Source: an optimization exercise on an open RTL-to-GDS flow (aim: small area and a short achievable clock period). Production flows keep margins and buffers that such runs may drop.
The RTL of this run was laid out without a check of its function.
No activity file was given, so power comes from the tool's default toggle rates.

==> config.mk <==
export PLATFORM = sky130hd
export DESIGN_NAME = book_top
export DESIGN_NICKNAME = book_top
export VERILOG_FILES = /design/flow/design.v
export SDC_FILE = /design/flow/constraint.sdc
export NUM_CORES = 4
export LEC_CHECK = 0
export CAP_MARGIN = 20
export CORE_MARGIN = 2
export CORE_UTILIZATION = 40
export SETUP_SLACK_MARGIN = 2.5
export SLEW_MARGIN = 20
export SYNTH_HIERARCHICAL = 1
export TNS_END_PERCENT = 10
==> constraint.sdc <==
create_clock -name core_clock -period 5.5 [get_ports {i_clk}]
set_input_delay 1.1000 -clock core_clock [delete_from_list [all_inputs] [get_ports {i_clk}]]
set_output_delay 1.1000 -clock core_clock [all_outputs]
set_load 0.01 [all_outputs]
==> design.v <==
`default_nettype none
package book_types_pkg;
  localparam int KEY_BITS = 16;
  localparam int VOLUME_BITS = 16;
  localparam int LISTSIZE_W = 5;
  typedef logic [KEY_BITS-1:0] key_t;
  typedef logic [VOLUME_BITS-1:0] volume_t;
  typedef logic [LISTSIZE_W-1:0] listsize_t;
  typedef enum logic [1:0] {
    CMD_CLEAR   = 2'd0,
    CMD_ADD     = 2'd1,
    CMD_DELETE  = 2'd2,
    CMD_REPLACE = 2'd3
  } cmd_t;
endpackage
`default_nettype wire
`default_nettype none
package book_cfg_pkg;
  localparam int DEF_ENTRIES_N = 16;
  localparam bit DEF_IS_BID = 1'b1;
endpackage
`default_nettype wire
`timescale 1ns/1ps
`default_nettype none
module book_match_leaf_g (
  input  logic i_k,
  input  logic i_c_n,
  output logic o_g_n
);
  assign o_g_n = ~(i_k & i_c_n);
endmodule
module book_match_leaf_p (
  input  logic i_k,
  input  logic i_c_n,
  input  logic i_g_n,
  output logic o_p_n
);
  assign o_p_n = ~((i_k | i_c_n) & i_g_n);
endmodule
module book_match_node_t (
  input  logic i_g_h,
  input  logic i_p_h,
  input  logic i_g_l,
  input  logic i_p_l,
  output logic o_g_n,
  output logic o_p_n
);
  assign o_g_n = ~(i_g_h | (i_p_h & i_g_l));
  assign o_p_n = ~(i_p_h & i_p_l);
endmodule
module book_match_node_t_g (
  input  logic i_g_h,
  input  logic i_p_h,
  input  logic i_g_l,
  output logic o_g_n
);
  assign o_g_n = ~(i_g_h | (i_p_h & i_g_l));
endmodule
module book_match_node_n (
  input  logic i_g_h_n,
  input  logic i_p_h_n,
  input  logic i_g_l_n,
  input  logic i_p_l_n,
  output logic o_g,
  output logic o_p
);
  assign o_g = ~(i_g_h_n & (i_p_h_n | i_g_l_n));
  assign o_p = ~(i_p_h_n | i_p_l_n);
endmodule
module book_match_node_n_g (
  input  logic i_g_h_n,
  input  logic i_p_h_n,
  input  logic i_g_l_n,
  output logic o_g
);
  assign o_g = ~(i_g_h_n & (i_p_h_n | i_g_l_n));
endmodule
module book_match_eq2 (
  input  logic [1:0] i_p_n,
  output logic       o_eq
);
  assign o_eq = ~|i_p_n;
endmodule
module book_match (
  input  book_types_pkg::key_t i_key_stored,
  input  book_types_pkg::key_t i_key_n,
  output logic                 o_gt_n,
  output logic [1:0]           o_eq8_n
);
  logic [15:0] g0_n, p0_n;
  logic [7:0]  g1, p1;
  logic [3:0]  g2_n, p2_n;
  logic [1:0]  g3, p3;
  logic        g4_n;
  for (genvar b = 0; b < 16; b++) begin : g_leaf
    book_match_leaf_g u_leaf_g (.i_k(i_key_stored[b]), .i_c_n(i_key_n[b]), .o_g_n(g0_n[b]));
    book_match_leaf_p u_leaf_p (.i_k(i_key_stored[b]), .i_c_n(i_key_n[b]), .i_g_n(g0_n[b]),
                                .o_p_n(p0_n[b]));
  end
  for (genvar j = 0; j < 8; j++) begin : g_l1
    if (j == 0) begin : g_g
      book_match_node_n_g u_node (.i_g_h_n(g0_n[1]), .i_p_h_n(p0_n[1]), .i_g_l_n(g0_n[0]), .o_g(g1[0]));
      assign p1[0] = 1'b0;
    end else begin : g_gp
      book_match_node_n u_node (
        .i_g_h_n(g0_n[2*j+1]), .i_p_h_n(p0_n[2*j+1]), .i_g_l_n(g0_n[2*j]), .i_p_l_n(p0_n[2*j]),
        .o_g(g1[j]), .o_p(p1[j]));
    end
  end
  for (genvar j = 0; j < 4; j++) begin : g_l2
    if (j == 0) begin : g_g
      book_match_node_t_g u_node (.i_g_h(g1[1]), .i_p_h(p1[1]), .i_g_l(g1[0]), .o_g_n(g2_n[0]));
      assign p2_n[0] = 1'b1;
    end else begin : g_gp
      book_match_node_t u_node (
        .i_g_h(g1[2*j+1]), .i_p_h(p1[2*j+1]), .i_g_l(g1[2*j]), .i_p_l(p1[2*j]),
        .o_g_n(g2_n[j]), .o_p_n(p2_n[j]));
    end
  end
  book_match_node_n_g u_l3_0 (.i_g_h_n(g2_n[1]), .i_p_h_n(p2_n[1]), .i_g_l_n(g2_n[0]), .o_g(g3[0]));
  book_match_node_n u_l3_1 (.i_g_h_n(g2_n[3]), .i_p_h_n(p2_n[3]), .i_g_l_n(g2_n[2]), .i_p_l_n(p2_n[2]),
                            .o_g(g3[1]), .o_p(p3[1]));
  assign p3[0] = 1'b0;
  book_match_node_t_g u_l4 (.i_g_h(g3[1]), .i_p_h(p3[1]), .i_g_l(g3[0]), .o_g_n(g4_n));
  logic [7:0] eq2;
  for (genvar q = 0; q < 8; q++) begin : g_eq
    book_match_eq2 u_eq (.i_p_n(p0_n[2*q +: 2]), .o_eq(eq2[q]));
  end
  book_g_nand4 u_eq8_0 (.a(eq2[0]), .b(eq2[1]), .c(eq2[2]), .d(eq2[3]), .y(o_eq8_n[0]));
  book_g_nand4 u_eq8_1 (.a(eq2[4]), .b(eq2[5]), .c(eq2[6]), .d(eq2[7]), .y(o_eq8_n[1]));
  assign o_gt_n = g4_n;
endmodule
`default_nettype wire
`timescale 1ns/1ps
`default_nettype none
module book_g_inv (input logic a, output logic y);
  assign y = ~a;
endmodule
module book_g_nor2 (input logic a, input logic b, output logic y);
  assign y = ~(a | b);
endmodule
module book_g_nor3 (input logic a, input logic b, input logic c, output logic y);
  assign y = ~(a | b | c);
endmodule
module book_g_nor4 (input logic a, input logic b, input logic c, input logic d, output logic y);
  assign y = ~(a | b | c | d);
endmodule
module book_g_nand2 (input logic a, input logic b, output logic y);
  assign y = ~(a & b);
endmodule
module book_g_nand3 (input logic a, input logic b, input logic c, output logic y);
  assign y = ~(a & b & c);
endmodule
module book_g_nand4 (input logic a, input logic b, input logic c, input logic d, output logic y);
  assign y = ~(a & b & c & d);
endmodule
module book_g_and4 (input logic a, input logic b, input logic c, input logic d, output logic y);
  assign y = a & b & c & d;
endmodule
module book_g_a21oi (input logic a1, input logic a2, input logic b, output logic y);
  assign y = ~((a1 & a2) | b);
endmodule
module book_g_a21o (input logic a1, input logic a2, input logic b, output logic y);
  assign y = (a1 & a2) | b;
endmodule
module book_g_a221oi (input logic a1, input logic a2, input logic b1, input logic b2, input logic c,
                      output logic y);
  assign y = ~((a1 & a2) | (b1 & b2) | c);
endmodule
module book_g_a221o (input logic a1, input logic a2, input logic b1, input logic b2, input logic c,
                     output logic y);
  assign y = (a1 & a2) | (b1 & b2) | c;
endmodule
module book_g_o21ai (input logic a1, input logic a2, input logic b, output logic y);
  assign y = ~((a1 | a2) & b);
endmodule
module book_g_a22o (input logic a1, input logic a2, input logic b1, input logic b2, output logic y);
  assign y = (a1 & a2) | (b1 & b2);
endmodule
module book_g_a32o (input logic a1, input logic a2, input logic a3, input logic b1, input logic b2,
                    output logic y);
  assign y = (a1 & a2 & a3) | (b1 & b2);
endmodule
`default_nettype wire
`timescale 1ns/1ps
`default_nettype none
module book_entry_mux #(
  parameter bit HAS_UP = 1'b1,
  parameter bit HAS_DN = 1'b1
) (
  input  logic i_sel_ins,
  input  logic i_sel_up,
  input  logic i_sel_dn,
  input  logic i_sel_hold,
  input  logic i_ins,
  input  logic i_up,
  input  logic i_dn,
  input  logic i_hold,
  output logic o_nxt
);
  logic up_term, dn_term;
  assign up_term = HAS_UP ? (i_sel_up & i_up) : 1'b0;
  assign dn_term = HAS_DN ? (i_sel_dn & i_dn) : 1'b0;
  assign o_nxt = (i_sel_ins & i_ins) | up_term | dn_term | (i_sel_hold & i_hold);
endmodule
`default_nettype wire
`timescale 1ns/1ps
`default_nettype none
module book_top #(
  parameter int ENTRIES_N = book_cfg_pkg::DEF_ENTRIES_N,
  parameter bit IS_BID = book_cfg_pkg::DEF_IS_BID
) (
  input  logic                     i_clk,
  input  logic                     i_rst_n,
  input  logic                     i_cmd_vld,
  input  book_types_pkg::cmd_t                     i_cmd,
  input  book_types_pkg::key_t                     i_key,
  input  book_types_pkg::volume_t                  i_volume,
  output logic [ENTRIES_N-1:0]     o_vld,
  output book_types_pkg::key_t [ENTRIES_N-1:0]     o_keys,
  output book_types_pkg::volume_t [ENTRIES_N-1:0]  o_volumes,
  output book_types_pkg::listsize_t                o_listsize,
  output logic                     o_notify_vld,
  output book_types_pkg::key_t                     o_notify_key,
  output book_types_pkg::volume_t                  o_notify_volume
);
  localparam int N = 16;
  logic op_clr, op_add, op_del, op_rep;
  assign op_clr = i_cmd_vld && (i_cmd == book_types_pkg::CMD_CLEAR);
  assign op_add = i_cmd_vld && (i_cmd == book_types_pkg::CMD_ADD);
  assign op_del = i_cmd_vld && (i_cmd == book_types_pkg::CMD_DELETE);
  assign op_rep = i_cmd_vld && (i_cmd == book_types_pkg::CMD_REPLACE);
  logic add_n, del_n, rep_n;
  assign add_n = ~op_add;
  assign del_n = ~op_del;
  assign rep_n = ~op_rep;
  logic [N-1:0] vld_n;
  assign vld_n = ~o_vld;
  book_types_pkg::key_t key_n [4];
  for (genvar q = 0; q < 4; q++) begin : g_key_n
    for (genvar b = 0; b < 16; b++) begin : g_bit
      book_g_inv u_inv (.a(i_key[b]), .y(key_n[q][b]));
    end
  end
  logic [N-1:0] dv_n, rv_n;
  assign dv_n = ~({N{op_del}} & o_vld);
  assign rv_n = ~({N{op_rep}} & o_vld);
  logic [N-1:0] rv;
  assign rv = {N{op_rep}} & o_vld;
  logic [N-1:0] gt_n, eq, ge, keep, keep_n, dm, dm2, r_rep;
  logic [1:0] eq8_n [N];
  for (genvar i = 0; i < N; i++) begin : g_cmp
    book_match u_cmp (.i_key_stored(o_keys[i]), .i_key_n(key_n[i / 4]),
                      .o_gt_n(gt_n[i]), .o_eq8_n(eq8_n[i]));
    book_g_a221oi u_keep   (.a1(gt_n[i]), .a2(eq8_n[i][0]), .b1(gt_n[i]), .b2(eq8_n[i][1]),
                            .c(vld_n[i]), .y(keep[i]));
    book_g_o21ai  u_ge     (.a1(eq8_n[i][0]), .a2(eq8_n[i][1]), .b(gt_n[i]), .y(ge[i]));
    book_g_nand2  u_keep_n (.a(o_vld[i]), .b(ge[i]), .y(keep_n[i]));
    book_g_nor2   u_eq  (.a(eq8_n[i][0]), .b(eq8_n[i][1]), .y(eq[i]));
    book_g_nor3   u_dm  (.a(dv_n[i]), .b(eq8_n[i][0]), .c(eq8_n[i][1]), .y(dm[i]));
    book_g_nor3   u_dm2 (.a(dv_n[i]), .b(eq8_n[i][0]), .c(eq8_n[i][1]), .y(dm2[i]));
    book_g_nor3   u_rep (.a(rv_n[i]), .b(eq8_n[i][0]), .c(eq8_n[i][1]), .y(r_rep[i]));
  end
  logic [3:0] sel_dn [N];
  for (genvar c = 0; c < 4; c++) begin : g_pfx
    logic [N-1:0] pn;
    logic [3:0] gn;
    logic [N-1:0] d;
    if (c % 2 == 0) begin : g_d0
      assign d = dm;
    end else begin : g_d1
      assign d = dm2;
    end
    for (genvar g = 0; g < 4; g++) begin : g_grp
      book_g_inv  u_p0 (.a(d[4*g]), .y(pn[4*g]));
      book_g_nor2 u_p1 (.a(d[4*g]), .b(d[4*g+1]), .y(pn[4*g+1]));
      book_g_nor3 u_p2 (.a(d[4*g]), .b(d[4*g+1]), .c(d[4*g+2]), .y(pn[4*g+2]));
      book_g_nor4 u_p3 (.a(d[4*g]), .b(d[4*g+1]), .c(d[4*g+2]), .d(d[4*g+3]), .y(pn[4*g+3]));
      assign gn[g] = pn[4*g+3];
    end
    for (genvar i = 0; i < N; i++) begin : g_dn
      localparam int G = i / 4;
      if (G == 0) begin : g0
        book_g_inv   u_s (.a(pn[i]), .y(sel_dn[i][c]));
      end else if (G == 1) begin : g1
        book_g_nand2 u_s (.a(pn[i]), .b(gn[0]), .y(sel_dn[i][c]));
      end else if (G == 2) begin : g2
        book_g_nand3 u_s (.a(pn[i]), .b(gn[0]), .c(gn[1]), .y(sel_dn[i][c]));
      end else begin : g3
        book_g_nand4 u_s (.a(pn[i]), .b(gn[0]), .c(gn[1]), .d(gn[2]), .y(sel_dn[i][c]));
      end
    end
  end
  logic [N-1:0] mv;
  logic [3:0] sel_ins [N];
  logic [3:0] sel_up [N];
  logic [3:0] sel_hold [N];
  for (genvar i = 0; i < N; i++) begin : g_sel
    book_g_nor2 u_mv (.a(add_n), .b(keep[i]), .y(mv[i]));
    for (genvar c = 0; c < 4; c++) begin : g_copy
      if (i == 0) begin : g_head
        assign sel_up[i][c] = 1'b0;
        if (c < 2) begin : g_k
          book_g_nor2 u_ins (.a(add_n), .b(keep[i]), .y(sel_ins[i][c]));
        end else begin : g_v
          book_g_a22o u_ins (.a1(op_add), .a2(keep_n[i]), .b1(rv[i]), .b2(eq[i]), .y(sel_ins[i][c]));
        end
      end else begin : g_rest
        book_g_nor2 u_up (.a(add_n), .b(keep[i-1]), .y(sel_up[i][c]));
        if (c < 2) begin : g_k
          book_g_nor3 u_ins (.a(add_n), .b(keep_n[i-1]), .c(keep[i]), .y(sel_ins[i][c]));
        end else begin : g_v
          book_g_a32o u_ins (.a1(op_add), .a2(keep[i-1]), .a3(keep_n[i]), .b1(rv[i]), .b2(eq[i]),
                             .y(sel_ins[i][c]));
        end
      end
      if (c < 2) begin : g_hk
        book_g_nor2 u_hold (.a(mv[i]), .b(sel_dn[i][c]), .y(sel_hold[i][c]));
      end else begin : g_hv
        book_g_nor3 u_hold (.a(mv[i]), .b(sel_dn[i][c]), .c(r_rep[i]), .y(sel_hold[i][c]));
      end
    end
  end
  book_types_pkg::key_t    [N-1:0] keys_nxt;
  book_types_pkg::volume_t [N-1:0] vols_nxt;
  for (genvar i = 0; i < N; i++) begin : g_ent
    for (genvar b = 0; b < 16; b++) begin : g_bit
      localparam int CK = b / 8;
      localparam int CV = 2 + b / 8;
      book_entry_mux #(.HAS_UP(i != 0), .HAS_DN(i != N-1)) u_kmux (
        .i_sel_ins(sel_ins[i][CK]), .i_sel_up(sel_up[i][CK]), .i_sel_dn(sel_dn[i][CK]),
        .i_sel_hold(sel_hold[i][CK]),
        .i_ins(i_key[b]), .i_up(o_keys[(i == 0) ? 0 : i-1][b]),
        .i_dn(o_keys[(i == N-1) ? i : i+1][b]), .i_hold(o_keys[i][b]),
        .o_nxt(keys_nxt[i][b]));
      book_entry_mux #(.HAS_UP(i != 0), .HAS_DN(i != N-1)) u_vmux (
        .i_sel_ins(sel_ins[i][CV]), .i_sel_up(sel_up[i][CV]), .i_sel_dn(sel_dn[i][CV]),
        .i_sel_hold(sel_hold[i][CV]),
        .i_ins(i_volume[b]), .i_up(o_volumes[(i == 0) ? 0 : i-1][b]),
        .i_dn(o_volumes[(i == N-1) ? i : i+1][b]), .i_hold(o_volumes[i][b]),
        .o_nxt(vols_nxt[i][b]));
    end
  end
  logic [N-1:0] vld_nxt;
  always_comb begin
    for (int i = 0; i < N; i++) begin
      if (op_clr) vld_nxt[i] = 1'b0;
      else if (op_add) vld_nxt[i] = (i == 0) ? 1'b1 : o_vld[(i == 0) ? 0 : i-1];
      else if (sel_dn[i][0]) vld_nxt[i] = (i == N-1) ? 1'b0 : o_vld[(i == N-1) ? i : i+1];
      else vld_nxt[i] = o_vld[i];
    end
  end
  always_ff @(posedge i_clk or negedge i_rst_n) begin
    if (!i_rst_n) o_vld <= '0;
    else o_vld <= vld_nxt;
  end
  always_ff @(posedge i_clk) begin
    o_keys <= keys_nxt;
    o_volumes <= vols_nxt;
  end
  book_types_pkg::listsize_t size_inc, size_dec;
  assign size_inc = o_listsize + 1'b1;
  assign size_dec = o_listsize - 1'b1;
  always_ff @(posedge i_clk or negedge i_rst_n) begin
    if (!i_rst_n) o_listsize <= '0;
    else if (op_clr) o_listsize <= '0;
    else if (op_add && !o_vld[N-1]) o_listsize <= size_inc;
    else if (sel_dn[N-1][0]) o_listsize <= size_dec;
  end
  logic head_change;
  assign head_change = (op_clr && o_vld[0]) || mv[0] || ((op_del || op_rep) && o_vld[0] && eq[0]);
  always_ff @(posedge i_clk or negedge i_rst_n) begin
    if (!i_rst_n) o_notify_vld <= 1'b0;
    else o_notify_vld <= head_change;
  end
  always_ff @(posedge i_clk) begin
    o_notify_key <= i_key;
    o_notify_volume <= op_clr ? '0 : (op_del ? o_volumes[0] : i_volume);
  end
endmodule
`default_nettype wire
==> flow/run.sh <==
#!/bin/bash
# Standard layout, with the smallest buffer on every input and output port
set -e
export BUFFER_PORTS_ARGS="-buffer_cell sky130_fd_sc_hd__buf_1"
bash standard.sh > standard.log 2>&1
==> standard.sh <==
#!/bin/bash
# synth_recipe.tcl (not shown) runs the flow's synth.tcl, then flattens the netlist and writes it again
# the make line also repeats each setting of config.mk as NAME=value (left out here)
make -C /OpenROAD-flow-scripts/flow DESIGN_CONFIG=/design/flow/config.mk WORK_HOME=/design/flow/orfs CLKGATE_MAP_FILE= SYNTH_SCRIPT=/design/flow/synth_recipe.tcl "${@:-finish}"
==> run notes <==
==> worst max path at each step <==
stage	slack, ns	startpoint	cells past startpoint	endpoint
finish	2.28	i_key[5]	17	o_listsize[2]
global route	2.20	i_key[15]	15	o_listsize[2]
CTS	2.43	i_key[1]	16	o_keys[26]
detailed placement	0.1	i_key[7]	11	o_volumes[198]
global placement	0.18	i_key[7]	11	o_volumes[196]
floorplan	2.15	i_key[3]	10	o_volumes[128]
==> sequential cells by signal, summed over array words and instances (netlist names) <==
name	cells
o_keys	256
o_listsize	5
o_notify_key	16
o_notify_vld	1
o_notify_volume	16
o_vld	16
o_volumes	256
==> cell type report <==
class / instances / area, um^2 / share of cell area, %
inverters: 194 / 905 / 2.17
flip-flops and latches: 566 / 11400 / 27.4
repair inverters: 1 / 7.51 / 0.0180
repair buffers: 929 / 5530 / 13.2
well taps: 1030 / 1290 / 3.09
multi-input cells: 3078 / 20300 / 48.7
clock inverters: 28 / 282 / 0.675
clock buffers: 94 / 1970 / 4.73
==> per-stage QoR <==
step | hold slack (ns) | util [%] | total power [mW] | cells | setup slack, ns
floorplan | 0.499 | - | 7.83 | 3853 | 2.15
global placement | 0.483 | 46.3 | 9.43 | 5547 | 0.175
detailed placement | 0.489 | 46.3 | 9.48 | 5547 | 0.0981
CTS | 0.452 | 53.3 | 14.2 | 5873 | 2.43
global route | 0.483 | 55.0 | 15.1 | 5920 | 2.20
finish | 0.464 | 55.0 | 14.4 | 5920 | 2.28
==> power by group <==
group          internal, mW  total (mW)  switching [mW]
sequential             4.84        6.09            1.25
clock                  2.71        4.63            1.92
combinational          1.32        3.67            2.35
==> cell usage in the layout (no fill, tap or decap), types with 6 or more instances in the layout <==
cell type / n
o21ai_4: 8
nand3_4: 8
o21ai_0: 16
buf_12: 39
inv_2: 15
nand4_1: 48
buf_4: 245
clkbuf_16: 72
nand2_1: 812
clkbuf_8: 11
a21oi_1: 23
buf_6: 49
dfrtp_1: 22
clkinvlp_4: 52
nor2_1: 320
a221oi_4: 10
nor2_4: 38
nor3_4: 72
inv_1: 132
nor2_2: 43
clkinv_2: 15
nand2_2: 38
a22oi_2: 9
clkbuf_1: 12
buf_1: 585
a222oi_1: 64
dfxtp_1: 544
a22oi_1: 887
o21ai_2: 182
a21oi_4: 11
a32o_2: 26
nor4_4: 13
o21ai_1: 243
nand3_1: 22
a21oi_2: 69
mux2i_1: 15
nor3_2: 54
a221oi_2: 6
==> routing by layer <==
| layer | up-vias | global-route usage (%) | part of all wire (%) |
|---|---|---|---|
| met5 | - | 0 | 0 |
| met4 | 0 | 12.0 | 3.6 |
| met3 | 239 | 7.99 | 10 |
| met2 | 1513 | 51.6 | 45 |
| met1 | 17000 | 42.8 | 41 |
| li1 | 16700 | - | - |
==> what timing repair did <==
action                                  4_1_cts  5_1_grt
gates resized for setup                     285      202
endpoints found under the setup margin      534      532
setup buffers                               201       45
gates cloned                                  3        2
pin swaps                                   129       60
==> results.cfg <==
[run_status]
status = finished clean

[die]
dieArea_um2 = 79100
row_count = 101
initial_core_util_pct = 40.5
core_area_um2 = 75900
die_h_um = 281
io_pins = 603
die_w_um = 281

[drt]
drt_wl_total_um = 136000
drt_iter0_drc = 3818
vias = 35500
ant_nets = 0
avgRoutedWirePerCell_um = 23.0
drc_errors = 0
dr.pass1.iters = 6
vias_per_cell = 6.00

[clock_network]
cts_buffers = 69
cts.path.max_buffers = 3
cts.clk_slew.worst_paths_ns = 0.06
htree_levels = 3
cts_tree = done
clock_sinks = 566
ctsHoldBuffers = 0
root_buffer = clkbuf_16
clk_latency_ns = 0.62

[critical_path]
path_class = input port to register
r2r_setup_slack_ns = 2.64
r2r-end = o_listsize[2]
critical-path-max-stage-delay_ns = 0.32
worstPathRequired_ns = 6.00
critPathTopFamily = buffers and inverters
worstRegToRegCells = 14
cp.arrival_ns = 3.72
end_kind = register
start_kind = input port
cpMaxStageDelayCell = nor4_4
cp_cell_sequence = buf_2 > buf_12 > clkinvlp_4 > buf_12 > o21ai_4 > nor2_1 > nand4_1 > buf_6 > nor3_4 > buf_6 > nor4_4 > buf_12 > buf_4 > nand4_1 > buf_6 > a21o_4 > o221a_1
cp_max_fo = 8
r2r-start = o_keys[37]
crit_buf_inv = 9

[final_layout]
n_antenna_cell = 0
syn2layout_area_growth_pct = 35.8
nNetsFinal = 4881
num-fill-cells = 7392
postLayoutCellArea_um2 = 41700
drive_gt1_share_pct = 22.9

[sta]
fmax_mhz = 311
worst_pin_slew_ns = 1.14
final_max_slew_viol_count = 0
period_needed_ns = 3.22
rsz0062_at_grt = true
setup_tns_ns = 0
finalHoldViolCount = 0
period_share_pct = 58.5
relSlewSlack_pct = 23.7
skew_ns = 0.0270
setup_viol = 0

[synthesis]
synthesis.area_um2 = 30700
syn_avg_cell_area_um2 = 7.98
ys_warn_count = 14
syn-num-nets = 3895
synthCells = 3853

[grt]
grtUsageTotal_pct = 32.6
antenna_found_initial = 0
grt_pass1_vias = 32700
grt_max_degree = 66
grt_pass1_wl_um = 200000
grt_overflow = 0

[placement]
dpl.hpwl_um = 104000
portBuffers = 602
place.gp.congestion = 0.933
dpl_cell_area_um2 = 35200

[power_and_ir_drop]
powerDensity_nw_per_um2 = 345
irDropWorstVdd_v = 0.000228
power.leakage_nw = 17.6

[flow_run]
max-cap-violations = 0

[hold_path]
hold_class = input port to async pin

-- port drivers added, routing unchanged --
The results above use ideal ports. As a check the final layout listed here was re-extracted and re-timed, cells and wires unchanged.
Step 1 sets driving cells, clkbuf_16 on the clock port and buf_2 on the other inputs (assumed; they add their load-dependent delay and slew).
Step 2 also shifts input and output timing later by t, the mid clock arrival at the registers, as if the neighbouring blocks saw the same clock.
a / b / c = no drivers / after step 1 / after step 2; a / b = the first two.
t, ns: 0.676
slack for setup (ns): 2.281 / 2.305 / 1.628
worst data-port slew with drivers (ns): 0.07
After both steps setup and hold are still met in this run. The setup slack of this run moves by +0.024 ns with the drivers and by -0.653 ns with both steps.
